Source: an optimization exercise on an open RTL-to-GDS flow (aim: small area, a short achievable clock period and few clock cycles per item). Production flows keep margins and buffers that such runs may drop.
Function was not checked in any run shown here: the RTL went through the layout flow alone.

--- flow/config.mk ---
export PLATFORM = sky130hd
export DESIGN_NAME = q16_fixed_point_alu_top
export DESIGN_NICKNAME = q16_fixed_point_alu_top
export VERILOG_FILES = /design/flow/design.v
export SDC_FILE = /design/flow/constraint.sdc
export NUM_CORES = 4
export LEC_CHECK = 0
export CAP_MARGIN = 20
export CORE_MARGIN = 2
export CORE_UTILIZATION = 40
export SLEW_MARGIN = 20
--- flow/constraint.sdc ---
create_clock -name core_clock -period 12.0 [get_ports {clk}]
set_input_delay 2.4000 -clock core_clock [delete_from_list [all_inputs] [get_ports {clk}]]
set_output_delay 2.4000 -clock core_clock [all_outputs]
set_load 0.01 [all_outputs]
--- flow/design.v ---
module q16_fixed_point_alu_top
(
	input  logic        clk,
	input  logic        arst_n,
	input  logic        s_tvalid,
	output logic        s_tready,
	input  logic [71:0] s_tdata,
	output logic        m_tvalid,
	input  logic        m_tready,
	output logic [39:0] m_tdata
);
	localparam logic [2:0] S_EMPTY = 3'd0;
	localparam logic [2:0] S_ABSF  = 3'd1;  
	localparam logic [2:0] S_CONV1 = 3'd2;  
	localparam logic [2:0] S_CONVF = 3'd3;  
	localparam logic [2:0] S_P1    = 3'd4;  
	localparam logic [2:0] S_P2    = 3'd5;  
	localparam logic [2:0] S_ITER  = 3'd6;  
	localparam logic [2:0] S_MDF   = 3'd7;  
	logic [2:0]  st;
	logic        rdy_q;
	logic        is_div;    
	logic        neg;       
	logic        dz;        
	logic        big;       
	logic [4:0]  cnt;       
	logic [5:0]  ush;       
	logic [31:0] R;         
	logic [47:0] NQ;        
	logic [31:0] D;         
	logic [32:0] T3;        
	logic        out_v;
	logic [33:0] out_q;
	logic fin, push, pop, acc;
	assign fin  = (st == S_ABSF) || (st == S_CONVF) || (st == S_MDF);
	assign push = fin && (!out_v || m_tready);
	assign pop  = out_v && m_tready;
	assign acc  = rdy_q && s_tvalid;
	assign s_tready = rdy_q;
	assign m_tvalid = out_v;
	assign m_tdata  = {6'd0, out_q};
	function automatic logic [5:0] bitlen32(input logic [31:0] x);
		logic [5:0] n;
		n = 6'd0;
		for (int i = 0; i < 32; i++)
			if (x[i]) n = 6'(i + 1);
		bitlen32 = n;
	endfunction
	logic [31:0] ma, mb;
	logic [5:0]  la, lb;        
	logic [5:0]  la_hi, lb_hi;  
	logic [6:0]  dsteps;        
	logic [4:0]  div_it, mul_it;
	logic        swap;
	logic [5:0]  nmul;
	assign ma = R[31] ? 32'(-R) : R;
	assign mb = D[31] ? 32'(-D) : D;
	assign la = bitlen32(R[31] ? ~R : R);
	assign lb = bitlen32(D[31] ? ~D : D);
	assign la_hi = la + {5'd0, R[31]};
	assign lb_hi = lb + {5'd0, D[31]};
	assign dsteps = 7'(la_hi) + 7'd17 - 7'(lb);
	always_comb begin
		if (dsteps[6] || dsteps == 7'd0) div_it = 5'd1;
		else if (dsteps >= 7'd47) div_it = 5'd24;
		else div_it = 5'((dsteps + 7'd1) >> 1);
	end
	assign swap = la_hi < lb_hi;  
	assign nmul = swap ? la_hi : lb_hi;
	assign mul_it = (nmul <= 6'd2) ? 5'd1 : 5'((nmul + 6'd1) >> 1);
	logic [7:0]  fexp;
	logic [8:0]  uconv;
	logic [5:0]  u;
	logic [31:0] shx;
	logic [95:0] shf;
	assign fexp = R[30:23];
	assign uconv = {1'b0, fexp} - 9'd102;
	assign u = (st == S_CONV1) ? (uconv[8] ? 6'd0 : uconv[5:0]) : ush;
	assign shx = (st == S_CONV1) ? {8'd0, 1'b1, R[22:0]} : R;
	assign shf = {48'd0, shx, 16'd0} << u;
	logic [32:0] T;
	logic [33:0] d1, d2, d3;
	logic [33:0] ax, ay;
	logic        acin;
	logic [31:0] R_it;
	logic [47:0] NQ_it;
	assign T = {R[30:0], NQ[47:46]};
	assign d1 = {1'b0, T} - {2'b00, D};
	assign d2 = {1'b0, T} - {1'b0, D, 1'b0};
	always_comb begin
		if (is_div) begin
			ax = {1'b0, T};
			ay = ~{1'b0, T3};
			acin = 1'b1;
		end else begin
			ax = {2'b00, R[29:0], 2'b00};
			case (NQ[47:46])
				2'd0: ay = 34'd0;
				2'd1: ay = {2'b00, D};
				2'd2: ay = {1'b0, D, 1'b0};
				default: ay = {1'b0, T3};
			endcase
			acin = 1'b0;
		end
	end
	assign d3 = ax + ay + {33'd0, acin};
	logic [47:0] nqs;
	logic [2:0]  nql;
	logic [45:0] nqh1;
	assign nqs = {NQ[45:0], R[31:30]};
	assign nql = {1'b0, nqs[1:0]} + {1'b0, d3[33:32]};
	assign nqh1 = nqs[47:2] + 46'd1;
	always_comb begin
		if (is_div) begin
			if (!d3[33]) begin
				R_it = d3[31:0];
				NQ_it = {NQ[45:0], 2'd3};
			end else if (!d2[33]) begin
				R_it = d2[31:0];
				NQ_it = {NQ[45:0], 2'd2};
			end else if (!d1[33]) begin
				R_it = d1[31:0];
				NQ_it = {NQ[45:0], 2'd1};
			end else begin
				R_it = T[31:0];
				NQ_it = {NQ[45:0], 2'd0};
			end
		end else begin
			R_it = d3[31:0];
			NQ_it = {nql[2] ? nqh1 : nqs[47:2], nql[1:0]};
		end
	end
	logic [31:0] M;
	logic        inc;
	logic        ovf;
	logic [31:0] res;
	logic [33:0] result;
	logic        cbig;
	always_comb begin
		M = R;
		inc = 1'b1;
		ovf = 1'b0;
		case (st)
			S_ABSF: begin
				ovf = (R == 32'h80000000);
			end
			S_CONVF: begin
				ovf = big || (neg ? (R > 32'h80000000) : R[31]);
			end
			default: begin
				if (is_div) begin
					M = NQ[31:0];
					ovf = neg ? ((NQ[47:31] != 17'd0) && (NQ[47:0] != 48'h80000000)) : (NQ[47:31] != 17'd0);
				end else begin
					M = {NQ[15:0], R[31:16]};
					inc = (R[15:0] == 16'd0);
					ovf = neg ? ((NQ[31:16] != 16'd0) || (NQ[15] && ((NQ[14:0] != 15'd0) || (R != 32'd0))))
					          : (NQ[31:15] != 17'd0);
				end
			end
		endcase
	end
	logic sgn;
	assign sgn = (st == S_ABSF) ? R[31] : neg;
	assign cbig = (st == S_CONVF) && ovf;
	always_comb begin
		res = sgn ? 32'(~M + {31'd0, inc}) : M;
		if (cbig) res = neg ? 32'h80000000 : 32'h7fffffff;
		result = {1'b0, ovf, res};
		if (st == S_MDF && dz) result = {1'b1, 1'b0, 32'd0};
	end
	logic [2:0] st_nx;
	logic       out_v_nx;
	always_comb begin
		if (acc) begin
			case (s_tdata[1:0])
				2'd3: st_nx = S_ABSF;
				2'd2: st_nx = S_CONV1;
				default: st_nx = S_P1;
			endcase
		end else if (st == S_EMPTY || push) begin
			st_nx = S_EMPTY;
		end else begin
			case (st)
				S_CONV1: st_nx = S_CONVF;
				S_P1: st_nx = (is_div && (D[30:0] == 31'd0)) ? S_MDF : S_P2;
				S_P2: st_nx = S_ITER;
				S_ITER: st_nx = (cnt == 5'd1) ? S_MDF : S_ITER;
				default: st_nx = st;
			endcase
		end
	end
	assign out_v_nx = push || (out_v && !pop);
	always_ff @(posedge clk or negedge arst_n) begin
		if (!arst_n) begin
			st <= S_EMPTY;
			out_v <= 1'b0;
			rdy_q <= 1'b1;
		end else begin
			st <= st_nx;
			out_v <= out_v_nx;
			rdy_q <= (st_nx == S_EMPTY) || (((st_nx == S_ABSF) || (st_nx == S_CONVF) || (st_nx == S_MDF)) && !out_v_nx);
		end
	end
	always_ff @(posedge clk) begin
		if (push) out_q <= result;
		if (rdy_q) begin
			R <= s_tdata[33:2];
			D <= s_tdata[65:34];
			is_div <= s_tdata[0];
		end else begin
			case (st)
				S_P1: begin
					neg <= R[31] ^ D[31];
					dz <= is_div && (D[30:0] == 31'd0);
					if (is_div) begin
						R <= ma;
						D <= mb;
						cnt <= div_it;
						ush <= 6'd48 - {div_it, 1'b0};
					end else begin
						R <= swap ? ma : mb;
						D <= swap ? mb : ma;
						cnt <= mul_it;
						ush <= 6'd32 - {mul_it, 1'b0};
					end
				end
				S_CONV1, S_P2: begin
					R <= shf[79:48];
					NQ <= shf[47:0];
					T3 <= {1'b0, D} + {D, 1'b0};
					if (st == S_CONV1) begin
						neg <= R[31];
						big <= (fexp > 8'd142);
					end
				end
				S_ITER: begin
					R <= R_it;
					NQ <= NQ_it;
					cnt <= cnt - 5'd1;
				end
				default: ;
			endcase
		end
	end
endmodule
--- flow/run.sh ---
#!/bin/bash
# synth_recipe.tcl (not shown) runs the flow's synth.tcl, then flattens the netlist and writes it again
# the make line also repeats each setting of config.mk as NAME=value (left out here)
make -C /OpenROAD-flow-scripts/flow DESIGN_CONFIG=/design/flow/config.mk WORK_HOME=/design/flow/orfs CLKGATE_MAP_FILE= SYNTH_SCRIPT=/design/flow/synth_recipe.tcl finish
==> results of run 1 <==
## cell usage in the layout (no fill, tap or decap), drive strengths merged, types with 31 or more instances in the layout
| cell type | instances |
|---|---|
| buf | 71 |
| nand2 | 411 |
| and3 | 40 |
| a21o | 53 |
| nor3 | 73 |
| nand2b | 42 |
| edfxtp | 193 |
| o21ai | 235 |
| a211oi | 41 |
| mux2i | 145 |
| xor2 | 96 |
| ha | 193 |
| a21oi | 262 |
| nor2 | 248 |
| xnor2 | 166 |
| o22ai | 54 |
| a31oi | 49 |
| o211ai | 57 |
| inv | 136 |
| clkdlybuf4s50 | 105 |
| nand3 | 88 |
| o31ai | 31 |
## logic make-up (layout without fill, tap and decap cells)
group | Yosys count | after routing
simple gates | 1072 | 1072
compound gates | 1052 | 1052
buf+inv | 347 | 340
xor+xnor | 262 | 262
fa+ha+maj | 200 | 200
flops | 198 | 198
mux | 170 | 170
other cells | 1 | 7
## layout make-up
cell class	instances	area share, %
inverter	132	1.76
multi-input combinational	2762	65.8
sequential	198	21.0
clock buffer	18	1.52
tap	846	3.75
clock inverter	13	0.475
timing repair buffer	177	5.67
antenna	1	0.00887
## routing by layer
layer  up-vias  track usage (%)  part of all wire [%]
li1      12200                -                     -
met1     12200             40.6                    43
met2      1329             43.9                    42
met3       251             7.17                    10
met4         4             15.0                   5.2
met5         -                0                 0.026
## registers in the layout, summed over array words and instances, names as in the netlist, 3 cells and up
name,cells
st,3
R,32
T3,33
ush,5
NQ,48
D,32
out_q,34
cnt,5
## final timing paths
kind / endpoint / slack [ns] / cells after the start
setup / recovery: NQ[46] / 2.55 / 28
hold / removal: out_v / 0.58 / 2
setup reg to reg: NQ[46] / 2.55 / 28
hold reg to reg: out_v / 0.58 / 2
max in group asynchronous: rdy_q / 9.67 / 1
min in group asynchronous: st[1] / 2.08 / 1
## critical path: cells and delay by family (launching register included)
family,cells,cell delay (ns)
compound gates,12,4.10
flops,1,0.36
xor+xnor,2,0.56
fa+ha+maj,2,0.49
simple gates,11,2.85
buf+inv,1,0.71
## metrics by stage
stage / hold slack, ns / util (%) / worst slack [ns]
3_5_place_dp: 0.557 / 43.6 / 2.96
5_1_grt: 0.640 / 44.5 / 2.16
3_3_place_gp: 0.573 / 43.6 / 3.09
4_1_cts: 0.590 / 44.5 / 2.93
6_report: 0.581 / 44.5 / 2.55
2_1_floorplan: 0.553 / - / 4.27
==> impl_metrics.json, run 1 <==
{
  "ys_seq_area_share_pct": 23.0,
  "yosys_warnings": 1,
  "setup_viol_count_final": 0,
  "drv_slew": 0,
  "synthAdderAreaFrac_pct": 9.94,
  "cts_buffer_depth": 2,
  "arrival_ns": 9.67,
  "critPathMostFrequentCell": "nand2_1",
  "netlist_area_sq_um": 25700,
  "min_from": "out_v",
  "dieArea_sq_um": 66300,
  "root_buffer": "clkbuf_16",
  "synth_edf_count": 193,
  "slowest_stage": "buf_4",
  "initial_core_util_pct": 40.6,
  "rr_startpoint": "NQ[46]",
  "status": "timing/DRC/antenna clean",
  "tns_ns": 0,
  "synth_commonest_cells": "411 x nand2_1, 261 x a21oi_1, 248 x nor2_1, 232 x o21ai_0",
  "hold_viol": 0,
  "gp_congestion": 1.01,
  "synth-simple-area-share_pct": 19.4,
  "drc": 0,
  "antenna_found_initial": 5,
  "grtUsageTotal_pct": 29.8,
  "grt_pass1_vias": 23500,
  "cts_setup_buffers": 0,
  "post_cts_resized": 0,
  "syn_inst": 3302,
  "cp-end-kind": "flop",
  "finalNonFillerCells": 4147,
  "io_buffers": 105,
  "synthFlopType": "edfxtp_1",
  "drive_above_1_share_pct": 5.45,
  "cts_made_buffers": 17,
  "dp.cells": 4114,
  "cts_tree": "built",
  "avgSynthCellArea_sq_um": 7.78,
  "final_cell_area_sq_um": 28200,
  "rsz0062_at_grt": "no",
  "first_iter_violations": 3346,
  "ant_nets": 0,
  "synth_top_cell_area_share_pct": 22.5,
  "grt_first_pass_wirelength_um": 150000,
  "register_area_sq_um": 5930,
  "clk_pin_slew_ns": 0.09,
  "synth_xor_xnor_area_share_pct": 8.93,
  "grt_max_degree": 114,
  "ios": 118,
  "placed_area_sq_um": 27600,
  "dp_hpwl_um": 76100,
  "grt.overflow.total": 0,
  "die_h_um": 258,
  "clkLatencyLatePin_ns": 0.54,
  "vias": 26000,
  "worstPathRequired_ns": 12.22,
  "hold_class": "flop to flop",
  "synth_area_leader_cell": "edfxtp_1",
  "synth_area_leaders": "edfxtp_1 23%, ha_1 9.4%, nand2_1 6.0%, xnor2_1 5.7%, mux2i_1 5.6%",
  "synth_compound_area_share_pct": 26.7,
  "coreArea_sq_um": 63300,
  "chipWidth_um": 258,
  "critPathLaunch": "NQ[46]",
  "synth_top_family_by_area": "compound AO/OA/AOI/OAI gates",
  "max_freq_mhz": 106,
  "drt-vias-per-instance": 6.28,
  "wl_um": 102000,
  "ys_types": 91,
  "critical_path_class": "flop to flop",
  "area_delta_synth_final_pct": 9.71,
  "drv_cap": 0,
  "worst_pin_slew_ns": 1.01,
  "multi_input_area_sq_um": 18600,
  "start_kind": "flop",
  "ys_seq_elements": 198,
  "cts_sinks": 198,
  "h-tree-depth": 4,
  "fillCellCount": 6510,
  "crit_fanout": 67,
  "layout_min_cycle_time_ns": 9.45,
  "max-slew-margin-rel_pct": 32.9,
  "fin_nets": 3564,
  "synth.area.mux_share_pct": 6.74,
  "slowest_delay_ns": 0.71,
  "wl_per_cell_um": 24.5,
  "skew_ns": 0.0228,
  "rows": 92,
  "fin_crit_sh_pct": 78.7,
  "first_pass_iters": 6,
  "synth_most_common_cell": "nand2_1",
  "cts_hold_buf": 0,
  "async_reset_ff_share_pct": 2.53
}
==> run 2, diff against run 1 <==
--- a/flow/config.mk
+++ b/flow/config.mk
@@ -8,4 +8,5 @@
 export CAP_MARGIN = 20
 export CORE_MARGIN = 2
-export CORE_UTILIZATION = 40
+export CORE_UTILIZATION = 60
+export SETUP_SLACK_MARGIN = 5
 export SLEW_MARGIN = 20
==> run 2 against run 1 <==
Against the previous run:
- maximum frequency grew 37%
- utilization grew 23 points
- global-route usage grew 15 points
- first-iteration DRC count grew 24%
- critical endpoint is now NQ[47]
==> impl_metrics.json, run 2 <==
{
  "wl_per_cell_um": 26.6,
  "cts_sinks": 198,
  "grt_max_degree": 72,
  "max_freq_mhz": 146,
  "drt-vias-per-instance": 7.15,
  "start_kind": "flop",
  "hold_viol": 0,
  "syn_inst": 3302,
  "ys_seq_area_share_pct": 23.0,
  "io_buffers": 105,
  "yosys_warnings": 1,
  "grtUsageTotal_pct": 45.2,
  "synthFlopType": "edfxtp_1",
  "avgSynthCellArea_sq_um": 7.78,
  "synth_area_leader_cell": "edfxtp_1",
  "fin_crit_sh_pct": 57.3,
  "initial_core_util_pct": 61.0,
  "drc": 0,
  "wl_um": 103000,
  "cts_tree": "built",
  "layout_common_cells": "409 x nand2_1, 254 x a21oi_1, 242 x nor2_1",
  "setup_viol_count_final": 0,
  "ant_nets": 0,
  "critical_path_class": "flop to flop",
  "synth_most_common_cell": "nand2_1",
  "cts_made_buffers": 17,
  "top_register": "NQ",
  "critPathLaunch": "NQ[47]",
  "drv_cap": 0,
  "area_delta_synth_final_pct": 10.2,
  "grt.overflow.total": 0,
  "grt_first_pass_wirelength_um": 152000,
  "dieArea_sq_um": 44500,
  "ys_seq_elements": 198,
  "root_buffer": "clkbuf_16",
  "largest_register_ffs": 48,
  "synth_commonest_cells": "411 x nand2_1, 261 x a21oi_1, 248 x nor2_1, 232 x o21ai_0",
  "layout_min_cycle_time_ns": 6.87,
  "hold_class": "flop to flop",
  "clkLatencyLatePin_ns": 0.54,
  "dp_hpwl_um": 74800,
  "fillCellCount": 3536,
  "slowest_stage": "edfxtp_1",
  "ios": 118,
  "vias": 27500,
  "dp_slack_ns": 3.39,
  "rsz0062_at_grt": "yes",
  "min_from": "out_v",
  "h-tree-depth": 4,
  "coreArea_sq_um": 42100,
  "async_reset_ff_share_pct": 2.53,
  "die_h_um": 211,
  "worstPathRequired_ns": 12.25,
  "crit_fanout": 43,
  "ys_types": 91,
  "tns_ns": 0,
  "netlist_area_sq_um": 25700,
  "arrival_ns": 7.12,
  "cts_buffer_depth": 2,
  "mostFrequentLayoutCell": "nand2_1",
  "antenna_found_initial": 1,
  "chipWidth_um": 211,
  "slowest_delay_ns": 0.56,
  "gp_congestion": 1.07,
  "first_pass_iters": 7,
  "fin_nets": 3572,
  "status": "timing/DRC/antenna clean",
  "clk_pin_slew_ns": 0.09,
  "grt_pass1_vias": 25500,
  "cp-end-kind": "flop",
  "worst_pin_slew_ns": 1.07,
  "reg_top3": "NQ x48, out_q x34, T3 x33",
  "fin_ws_ns": 5.13,
  "rows": 75,
  "max-slew-margin-rel_pct": 28.4,
  "rr_startpoint": "NQ[47]",
  "drv_slew": 0,
  "synth_top_cell_area_share_pct": 22.5,
  "skew_ns": 0.0178,
  "synth_edf_count": 193,
  "first_iter_violations": 4149,
  "synth_area_leaders": "edfxtp_1 23%, ha_1 9.4%, nand2_1 6.0%, xnor2_1 5.7%, mux2i_1 5.6%",
  "drive_above_1_share_pct": 6.95
}
run 2: cell counts after synthesis:
No cell type changed its count.
run 2: kinds of logic after synthesis:
| group | count (synthesis) | share of synthesized area [%] |
|---|---|---|
| buf+inv | 347 | 5.28 |
| xor+xnor | 262 | 8.93 |
| compound gates | 1052 | 26.7 |
| flops | 198 | 23.0 |
| mux | 170 | 6.74 |
| other cells | 1 | 0.0146 |
| fa+ha+maj | 200 | 9.94 |
| simple gates | 1072 | 19.4 |
run 2: per-stage QoR:
stage	util (%)	hold WS, ns	area, sq um	instances
2_1_floorplan	-	0.553	25700	3307
3_3_place_gp	64.4	0.530	27100	3792
3_5_place_dp	64.4	0.549	27100	3792
4_1_cts	66.5	0.576	28000	3832
5_1_grt	67.2	0.607	28300	3848
6_report	67.2	0.579	28300	3850
run 2: routing by layer:
layer  vias to the layer above  wire (um)  track usage [%]
met5                         -          0                0
met3                       473      13900             13.2
met4                         0       8720             32.3
met1                     12700      38100             56.9
met2                      2066      41800             66.1
li1                      12200          -                -
run 2: area by class of cell:
type                            count  area (sq um)  share of cell area, %
Multi-Input combinational cell   2762         18800                   66.5
Sequential cell                   198          5930                   20.9
Timing Repair Buffer              185          1780                   6.27
Tap cell                          539           674                   2.38
Inverter                          132           497                   1.75
Clock buffer                       17           425                   1.50
Clock inverter                     15           180                  0.636
Antenna cell                        2          5.00                 0.0177
run 2: timing repair:
| item | CTS | global route |
|---|---|---|
| setup endpoints to repair | 54 | 23 |
| resized for setup | 39 | 36 |
| pin swaps | 5 | 15 |
| hold buffers | 0 | 0 |
| cloned | 2 | 0 |
| setup buffers | 6 | 16 |
run 2: final timing paths:
kind | endpoint | slack [ns] | cells after the start
worst max-delay path | NQ[47] | 5.13 | 28
worst min-delay path | out_v | 0.58 | 2
worst max register to register | NQ[47] | 5.13 | 28
worst min register to register | out_v | 0.58 | 2
max in group asynchronous | rdy_q | 9.66 | 1
min in group asynchronous | out_v | 2.09 | 1
run 2: worst max-delay path, delay by kind of cell, from the launching register on:
kind                     cells  cell delay (ns)
AND/OR/NAND/NOR             10             1.78
XOR/XNOR                     2             0.33
buffers and inverters        2             0.39
AO/OA/AOI/OAI               12             2.87
adder cells (fa/ha/maj)      2             0.59
flip-flops                   1             0.56

[afterwards: timing with drivers on the ports]
How much do the figures lean on ideal ports? The routed layouts below were timed once more, with nothing changed but the port constraints. Step 1 (the two cells are an assumption about what drives the block):
set clk [get_ports {clk}]
set_driving_cell -lib_cell sky130_fd_sc_hd__clkbuf_16 $clk
set_driving_cell -lib_cell sky130_fd_sc_hd__buf_2 [delete_from_list [all_inputs] $clk]
Step 2 moves the port delays by t, midway between the first and last clock arrival at a register: inputs arrive t later, outputs are due t later. That takes back most of the time a late clock gives input paths. Slacks: no drivers / after step 1 / after step 2; pairs: no drivers / after step 1.
| run | t, ns | slack for setup (ns) | latest minus earliest clock arrival (ns) | slew at the worst register clock pin (ns) |
|---|---|---|---|---|
| run 1 | 0.586 | 2.553 / 2.553 / 2.553 | 0.023 / 0.022 | 0.09 / 0.09 |
| run 2 | 0.592 | 5.129 / 5.129 / 5.129 | 0.019 / 0.020 | 0.10 / 0.10 |
After both steps setup and hold are still met in every run listed.
